This design comes from an exercise in tuning for small area on the open sky130 flow, not from production work. In this exercise RTL edits were held to simulation tests only and were not proved equivalent to the original.

==> inputs of run a <==
==> flow/design.v <==
`timescale 1ns/1ps
module virtio_mmio_top
#(
	parameter int ID_W      = 1,
	parameter int QUEUE_NUM = 1
)
(
	input  logic            axi_aclk,
	input  logic            axi_aresetn,
	input  logic [ID_W-1:0] awid,
	input  logic [11:0]     awaddr,
	input  logic [7:0]      awlen,
	input  logic [1:0]      awburst,
	input  logic            awvalid,
	output logic            awready,
	input  logic [31:0]     wdata,
	input  logic            wlast,
	input  logic            wvalid,
	output logic            wready,
	output logic [ID_W-1:0] bid,
	output logic [1:0]      bresp,
	output logic            bvalid,
	input  logic            bready,
	input  logic [ID_W-1:0] arid,
	input  logic [11:0]     araddr,
	input  logic [7:0]      arlen,
	input  logic [1:0]      arburst,
	input  logic            arvalid,
	output logic            arready,
	output logic [ID_W-1:0] rid,
	output logic [31:0]     rdata,
	output logic [1:0]      rresp,
	output logic            rlast,
	output logic            rvalid,
	input  logic            rready,
	output logic            interrupt
);
	localparam [6:0] W_MAGIC     = 7'h00;
	localparam [6:0] W_VERSION   = 7'h01;
	localparam [6:0] W_DEVICE_ID = 7'h02;
	localparam [6:0] W_VENDOR_ID = 7'h03;
	localparam [6:0] W_DEV_FEAT  = 7'h04;
	localparam [6:0] W_FEAT_SEL  = 7'h05;
	localparam [6:0] W_QUEUE_SEL = 7'h0c;
	localparam [6:0] W_QNUM_MAX  = 7'h0d;
	localparam [6:0] W_QUEUE_NUM = 7'h0e;
	localparam [6:0] W_Q_READY   = 7'h11;
	localparam [6:0] W_Q_NOTIFY  = 7'h14;
	localparam [6:0] W_INT_STAT  = 7'h18;
	localparam [6:0] W_INT_ACK   = 7'h19;
	localparam [6:0] W_STATUS    = 7'h1c;
	localparam [6:0] W_DESC_LO   = 7'h20;
	localparam [6:0] W_DESC_HI   = 7'h21;
	localparam [6:0] W_DRV_LO    = 7'h24;
	localparam [6:0] W_DRV_HI    = 7'h25;
	localparam [6:0] W_DEV_LO    = 7'h28;
	localparam [6:0] W_DEV_HI    = 7'h29;
	localparam [6:0] W_CAP_LO    = 7'h40;
	localparam [1:0] S_IDLE  = 2'b00;
	localparam [1:0] S_WDATA = 2'b01;
	localparam [1:0] S_BRESP = 2'b10;
	localparam [1:0] S_RDATA = 2'b11;
	logic [1:0]  state;
	logic        pri;         
	logic [6:0]  word;        
	logic        far;         
	logic        incr;        
	logic [7:0]  cnt;         
	logic [ID_W-1:0] id;
	logic        idle;
	logic        step;
	logic        w_hs;
	logic        rst;
	logic [31:0] wd;          
	logic [31:0] queue_num;
	logic [31:0] q_ready, desc_lo, desc_hi, drv_lo, drv_hi, dev_lo, dev_hi;
	logic        fsel_one;    
	logic        qsel_nz;     
	logic        int_st;      
	logic        st_ack;      
	logic [1:0]  st_step;     
	logic [31:0] st_value;
	assign rst     = !axi_aresetn;
	assign idle    = (state == S_IDLE);
	assign awready = idle && !pri;
	assign arready = idle && pri;
	assign wready  = (state == S_WDATA);
	assign bvalid  = (state == S_BRESP);
	assign rvalid  = (state == S_RDATA);
	assign bid     = id;
	assign rid     = id;
	assign bresp   = 2'b00;
	assign rresp   = 2'b00;
	assign rlast   = (cnt == 8'd0);
	assign w_hs    = wready && wvalid;
	assign step    = state[0] && (state[1] ? rready : wvalid);
	always_ff @(posedge axi_aclk)
	begin
		if (rst)
		begin
			state <= S_IDLE;
			pri   <= 1'b0;
		end
		else
		begin
			case (state)
				S_IDLE:
				begin
					pri <= !pri;
					if (!pri && awvalid)
						state <= S_WDATA;
					else if (pri && arvalid)
						state <= S_RDATA;
				end
				S_WDATA:
					if (wvalid && wlast)
						state <= S_BRESP;
				S_BRESP:
					if (bready)
						state <= S_IDLE;
				default:
					if (rready && rlast)
						state <= S_IDLE;
			endcase
		end
	end
	always_ff @(posedge axi_aclk)
	begin
		if (idle)
		begin
			id   <= pri ? arid : awid;
			word <= pri ? araddr[8:2] : awaddr[8:2];
			far  <= pri ? (araddr[11:9] != 3'd0) : (awaddr[11:9] != 3'd0);
			incr <= pri ? (arburst[0] ^ arburst[1]) : (awburst[0] ^ awburst[1]);
			cnt  <= arlen;
		end
		else if (step)
		begin
			cnt <= cnt - 8'd1;
			if (incr)
				{far, word} <= {far, word} + 8'd1 | {far, 7'd0};
		end
	end
	logic we;
	logic wd_zero_hi;
	logic q_ok;
	assign we         = w_hs && !far;
	assign wd         = wdata & {32{axi_aresetn}};
	assign wd_zero_hi = (wdata[31:1] == 31'd0);
	assign q_ok       = we && !qsel_nz;
	always_ff @(posedge axi_aclk)
	begin
		if (rst || (we && word == W_QUEUE_NUM)) queue_num <= wd;
		if (rst || (q_ok && word == W_Q_READY))  q_ready   <= wd;
		if (rst || (q_ok && word == W_DESC_LO))  desc_lo   <= wd;
		if (rst || (q_ok && word == W_DESC_HI))  desc_hi   <= wd;
		if (rst || (q_ok && word == W_DRV_LO))   drv_lo    <= wd;
		if (rst || (q_ok && word == W_DRV_HI))   drv_hi    <= wd;
		if (rst || (q_ok && word == W_DEV_LO))   dev_lo    <= wd;
		if (rst || (q_ok && word == W_DEV_HI))   dev_hi    <= wd;
	end
	always_ff @(posedge axi_aclk)
	begin
		if (rst)
		begin
			fsel_one <= 1'b0;
			qsel_nz  <= 1'b0;
			int_st   <= 1'b0;
			st_ack   <= 1'b0;
			st_step  <= 2'd0;
		end
		else if (we)
		begin
			case (word)
				W_FEAT_SEL:  fsel_one <= wd_zero_hi && wdata[0];
				W_QUEUE_SEL: qsel_nz  <= !(wd_zero_hi && !wdata[0]);
				W_Q_NOTIFY:  int_st   <= 1'b1;
				W_INT_ACK:   int_st   <= int_st && !wdata[0];
				W_STATUS:
					if (wd_zero_hi && !wdata[0])
					begin
						st_ack  <= 1'b1;
						st_step <= 2'd0;
					end
					else
						case (st_step)
							2'd0: if (wdata[1]) st_step <= 2'd1;
							2'd1: if (wdata[3]) st_step <= 2'd2;
							2'd2: if (wdata[2]) st_step <= 2'd3;
							default: ;
						endcase
				default: ;
			endcase
		end
	end
	assign interrupt = int_st;
	assign st_value = {28'd0, st_step == 2'd2 || st_step == 2'd3 ? 1'b1 : 1'b0,
		st_step == 2'd3, st_step != 2'd0, st_ack};
	always_comb
	begin
		rdata = 32'd0;
		if (!far)
			case (word)
				W_MAGIC:     rdata = 32'h7472_6976;
				W_VERSION:   rdata = 32'd2;
				W_DEVICE_ID: rdata = 32'd2;
				W_VENDOR_ID: rdata = 32'hff00_1af4;
				W_DEV_FEAT:  rdata = fsel_one ? 32'd3 : 32'd0;
				W_QNUM_MAX:  rdata = 32'd16;
				W_QUEUE_NUM: rdata = queue_num;
				W_INT_STAT:  rdata = {31'd0, int_st};
				W_STATUS:    rdata = st_value;
				W_CAP_LO:    rdata = 32'd4;
				W_Q_READY:   rdata = qsel_nz ? 32'd0 : q_ready;
				W_DESC_LO:   rdata = qsel_nz ? 32'd0 : desc_lo;
				W_DESC_HI:   rdata = qsel_nz ? 32'd0 : desc_hi;
				W_DRV_LO:    rdata = qsel_nz ? 32'd0 : drv_lo;
				W_DRV_HI:    rdata = qsel_nz ? 32'd0 : drv_hi;
				W_DEV_LO:    rdata = qsel_nz ? 32'd0 : dev_lo;
				W_DEV_HI:    rdata = qsel_nz ? 32'd0 : dev_hi;
				default:     rdata = 32'd0;
			endcase
	end
endmodule
==> flow/run.sh <==
#!/bin/bash
# synth_recipe.tcl (not shown) runs the flow's synth.tcl, then flattens the netlist and writes it again
# the make line also repeats each setting of config.mk as NAME=value (left out here)
make -C /OpenROAD-flow-scripts/flow DESIGN_CONFIG=/design/flow/config.mk WORK_HOME=/design/flow/orfs CLKGATE_MAP_FILE= SYNTH_SCRIPT=/design/flow/synth_recipe.tcl finish
==> flow/config.mk <==
export PLATFORM = sky130hd
export DESIGN_NAME = virtio_mmio_top
export DESIGN_NICKNAME = virtio_mmio_top
export VERILOG_FILES = /design/flow/design.v
export SDC_FILE = /design/flow/constraint.sdc
export NUM_CORES = 4
export LEC_CHECK = 0
export CAP_MARGIN = 20
export CORE_MARGIN = 2
export CORE_UTILIZATION = 40
export SLEW_MARGIN = 20
==> flow/constraint.sdc <==
create_clock -name core_clock -period 5.0 [get_ports {axi_aclk}]
set_input_delay 1.0000 -clock core_clock [delete_from_list [all_inputs] [get_ports {axi_aclk}]]
set_output_delay 1.0000 -clock core_clock [all_outputs]
set_load 0.01 [all_outputs]
==> inputs of run b, as changes to run a <==
==> flow/design.v, changed modules only <==
module virtio_mmio_top
#(
	parameter int ID_W      = 1,
	parameter int QUEUE_NUM = 1
)
(
	input  logic            axi_aclk,
	input  logic            axi_aresetn,
	input  logic [ID_W-1:0] awid,
	input  logic [11:0]     awaddr,
	input  logic [7:0]      awlen,
	input  logic [1:0]      awburst,
	input  logic            awvalid,
	output logic            awready,
	input  logic [31:0]     wdata,
	input  logic            wlast,
	input  logic            wvalid,
	output logic            wready,
	output logic [ID_W-1:0] bid,
	output logic [1:0]      bresp,
	output logic            bvalid,
	input  logic            bready,
	input  logic [ID_W-1:0] arid,
	input  logic [11:0]     araddr,
	input  logic [7:0]      arlen,
	input  logic [1:0]      arburst,
	input  logic            arvalid,
	output logic            arready,
	output logic [ID_W-1:0] rid,
	output logic [31:0]     rdata,
	output logic [1:0]      rresp,
	output logic            rlast,
	output logic            rvalid,
	input  logic            rready,
	output logic            interrupt
);
	localparam [6:0] W_MAGIC     = 7'h00;
	localparam [6:0] W_VERSION   = 7'h01;
	localparam [6:0] W_DEVICE_ID = 7'h02;
	localparam [6:0] W_VENDOR_ID = 7'h03;
	localparam [6:0] W_DEV_FEAT  = 7'h04;
	localparam [6:0] W_FEAT_SEL  = 7'h05;
	localparam [6:0] W_QUEUE_SEL = 7'h0c;
	localparam [6:0] W_QNUM_MAX  = 7'h0d;
	localparam [6:0] W_QUEUE_NUM = 7'h0e;
	localparam [6:0] W_Q_READY   = 7'h11;
	localparam [6:0] W_Q_NOTIFY  = 7'h14;
	localparam [6:0] W_INT_STAT  = 7'h18;
	localparam [6:0] W_INT_ACK   = 7'h19;
	localparam [6:0] W_STATUS    = 7'h1c;
	localparam [6:0] W_DESC_LO   = 7'h20;
	localparam [6:0] W_DESC_HI   = 7'h21;
	localparam [6:0] W_DRV_LO    = 7'h24;
	localparam [6:0] W_DRV_HI    = 7'h25;
	localparam [6:0] W_DEV_LO    = 7'h28;
	localparam [6:0] W_DEV_HI    = 7'h29;
	localparam [6:0] W_CAP_LO    = 7'h40;
	localparam [2:0] S_IDLE   = 3'b000;
	localparam [2:0] S_WDATA  = 3'b001;
	localparam [2:0] S_BRESP  = 3'b011;
	localparam [2:0] S_RFETCH = 3'b100;
	localparam [2:0] S_RDATA  = 3'b110;
	logic [2:0]  state;
	logic        pri;         
	logic [6:0]  word;        
	logic        far;         
	logic        incr;        
	logic [7:0]  cnt;         
	logic [ID_W-1:0] id;
	logic [31:0] rd_q;
	logic        idle;
	logic        step;
	logic        w_hs;
	logic        r_hs;
	logic        rst;
	logic [7:0][31:0] ring;
	logic [7:0]       ring_v;
	logic [2:0]       pos;        
	logic        fsel_one;    
	logic        qsel_nz;     
	logic        int_st;      
	logic        st_ack;      
	logic [1:0]  st_step;     
	logic [31:0] st_value;
	logic        is_ring;
	logic [2:0]  ring_idx;
	logic        tgt;         
	logic        here;        
	always_comb
	begin
		is_ring  = !far;
		ring_idx = 3'd0;
		case (word)
			W_QUEUE_NUM: ring_idx = 3'd0;
			W_Q_READY:   ring_idx = 3'd1;
			W_DESC_LO:   ring_idx = 3'd2;
			W_DESC_HI:   ring_idx = 3'd3;
			W_DRV_LO:    ring_idx = 3'd4;
			W_DRV_HI:    ring_idx = 3'd5;
			W_DEV_LO:    ring_idx = 3'd6;
			W_DEV_HI:    ring_idx = 3'd7;
			default:     is_ring = 1'b0;
		endcase
	end
	assign tgt  = is_ring && (ring_idx == 3'd0 || !qsel_nz);
	assign here = !tgt || (pos == ring_idx);
	assign rst     = !axi_aresetn;
	assign idle    = (state == S_IDLE);
	assign awready = idle && !pri;
	assign arready = idle && pri;
	assign wready  = (state == S_WDATA) && here;
	assign bvalid  = (state == S_BRESP);
	assign rvalid  = (state == S_RDATA);
	assign bid     = id;
	assign rid     = id;
	assign bresp   = 2'b00;
	assign rresp   = 2'b00;
	assign rdata   = rd_q;
	assign rlast   = (cnt == 8'd0);
	assign w_hs    = wready && wvalid;
	assign r_hs    = rvalid && rready;
	assign step    = w_hs || r_hs;
	always_ff @(posedge axi_aclk)
	begin
		if (rst)
		begin
			state <= S_IDLE;
			pri   <= 1'b0;
		end
		else
		begin
			case (state)
				S_IDLE:
				begin
					pri <= !pri;
					if (!pri && awvalid)
						state <= S_WDATA;
					else if (pri && arvalid)
						state <= S_RFETCH;
				end
				S_WDATA:
					if (w_hs && wlast)
						state <= S_BRESP;
				S_BRESP:
					if (bready)
						state <= S_IDLE;
				S_RFETCH:
					if (here)
						state <= S_RDATA;
				default:
					if (rready)
						state <= rlast ? S_IDLE : S_RFETCH;
			endcase
		end
	end
	always_ff @(posedge axi_aclk)
	begin
		if (idle)
		begin
			id   <= pri ? arid : awid;
			word <= pri ? araddr[8:2] : awaddr[8:2];
			far  <= pri ? (araddr[11:9] != 3'd0) : (awaddr[11:9] != 3'd0);
			incr <= pri ? (arburst[0] ^ arburst[1]) : (awburst[0] ^ awburst[1]);
			cnt  <= arlen;
		end
		else if (step)
		begin
			cnt <= cnt - 8'd1;
			if (incr)
				{far, word} <= {far, word} + 8'd1 | {far, 7'd0};
		end
	end
	logic ring_wr;
	assign ring_wr = w_hs && tgt;
	always_ff @(posedge axi_aclk)
	begin
		ring[6:0] <= ring[7:1];
		ring[7]   <= ring_wr ? wdata : ring[0];
	end
	always_ff @(posedge axi_aclk)
	begin
		if (rst)
		begin
			ring_v <= '0;
			pos    <= 3'd0;
		end
		else
		begin
			ring_v <= {ring_v[0] || ring_wr, ring_v[7:1]};
			pos    <= pos + 3'd1;
		end
	end
	logic we;
	logic wd_zero_hi;
	assign we         = w_hs && !far;
	assign wd_zero_hi = (wdata[31:1] == 31'd0);
	always_ff @(posedge axi_aclk)
	begin
		if (rst)
		begin
			fsel_one <= 1'b0;
			qsel_nz  <= 1'b0;
			int_st   <= 1'b0;
			st_ack   <= 1'b0;
			st_step  <= 2'd0;
		end
		else if (we)
		begin
			case (word)
				W_FEAT_SEL:  fsel_one <= wd_zero_hi && wdata[0];
				W_QUEUE_SEL: qsel_nz  <= !(wd_zero_hi && !wdata[0]);
				W_Q_NOTIFY:  int_st   <= 1'b1;
				W_INT_ACK:   int_st   <= int_st && !wdata[0];
				W_STATUS:
					if (wd_zero_hi && !wdata[0])
					begin
						st_ack  <= 1'b1;
						st_step <= 2'd0;
					end
					else
						case (st_step)
							2'd0: if (wdata[1]) st_step <= 2'd1;
							2'd1: if (wdata[3]) st_step <= 2'd2;
							2'd2: if (wdata[2]) st_step <= 2'd3;
							default: ;
						endcase
				default: ;
			endcase
		end
	end
	assign interrupt = int_st;
	assign st_value = {28'd0, st_step == 2'd2 || st_step == 2'd3 ? 1'b1 : 1'b0,
		st_step == 2'd3, st_step != 2'd0, st_ack};
	logic [31:0] rd_value;
	always_comb
	begin
		rd_value = 32'd0;
		if (tgt)
			rd_value = ring_v[0] ? ring[0] : 32'd0;
		else if (!far)
			case (word)
				W_MAGIC:     rd_value = 32'h7472_6976;
				W_VERSION:   rd_value = 32'd2;
				W_DEVICE_ID: rd_value = 32'd2;
				W_VENDOR_ID: rd_value = 32'hff00_1af4;
				W_DEV_FEAT:  rd_value = fsel_one ? 32'd3 : 32'd0;
				W_QNUM_MAX:  rd_value = 32'd16;
				W_INT_STAT:  rd_value = {31'd0, int_st};
				W_STATUS:    rd_value = st_value;
				W_CAP_LO:    rd_value = 32'd4;
				default:     rd_value = 32'd0;
			endcase
	end
	always_ff @(posedge axi_aclk)
	begin
		if (state == S_RFETCH)
			rd_q <= rd_value;
	end
endmodule
==> comparison table <==
|  | run a | run b |
|---|---|---|
| Run status | complete, no violations | complete, no violations |
| Num CTS Buffers | 30 | 31 |
| Area growth from synthesis to layout | 22.2% | 26.1% |
| Path depth of the worst reg2reg path | 7 | 9 |
| Standard-cell row count | 63 | 56 |
| Post-Place Setup Slack | 453 ps | 1390 ps |
| Slew margin rel. | 0.461 | 0.366 |
| Half-perimeter wire length after placement | 19500 um | 11800 um |
| Fraction of synthesized cell area in xor and xnor cells | 0.0108 | 0.0138 |
| Die X-Extent | 179 um | 158 um |
| Multi-input gates | 465 | 308 |
| Post-layout minimum cycle time | 4750 ps | 4170 ps |
| Yosys reg bits | 283 | 327 |
| Number of stages on the worst hold path | 1 | 0 |
| HP Start | st_ack | ring[48] |
| Most frequently used flop master after synthesis | sky130_fd_sc_hd__edfxtp_1 | sky130_fd_sc_hd__dfxtp_1 |
| Worst path bufs/invs | 3 | 2 |
| Simple-gate portion of the synthesized area | 0.0748 | 0.0866 |
| Post-route standard cell area excluding fillers | 14900 um^2 | 12000 um^2 |
| Count of placed standard cells including taps | 1304 | 1083 |
| Fraction of the mapped netlist area in compound gates | 0.121 | 0.0616 |

==> afterwards: timing with drivers on the ports <==
No port has a modelled driver above. Below, the same layouts with a new extraction and two added sets of constraints. Step 1 assumes that a clkbuf_16 drives the clock port and a buf_2 every other input. Step 2 times the ports against the registers' clock, not the clock port: input delays grow and output delays shrink by t, the midpoint of the rising clock arrivals with the driver on. Slacks: ideal / step 1 / step 2; pairs: ideal / step 1.
run | t, ns | slack for setup (ns) | worst hold slack (ns) | worst setup path after step 2 | worst slew at a driven data input, ns
run a | 0.604 | 0.250 / 0.199 / 0.803 | 0.470 / 0.470 / 0.470 | register to output | 0.05
run b | 0.599 | 0.825 / 0.780 / 1.379 | 0.322 / 0.322 / 0.322 | register to output | 0.05
After both steps setup and hold are still met in every run listed.
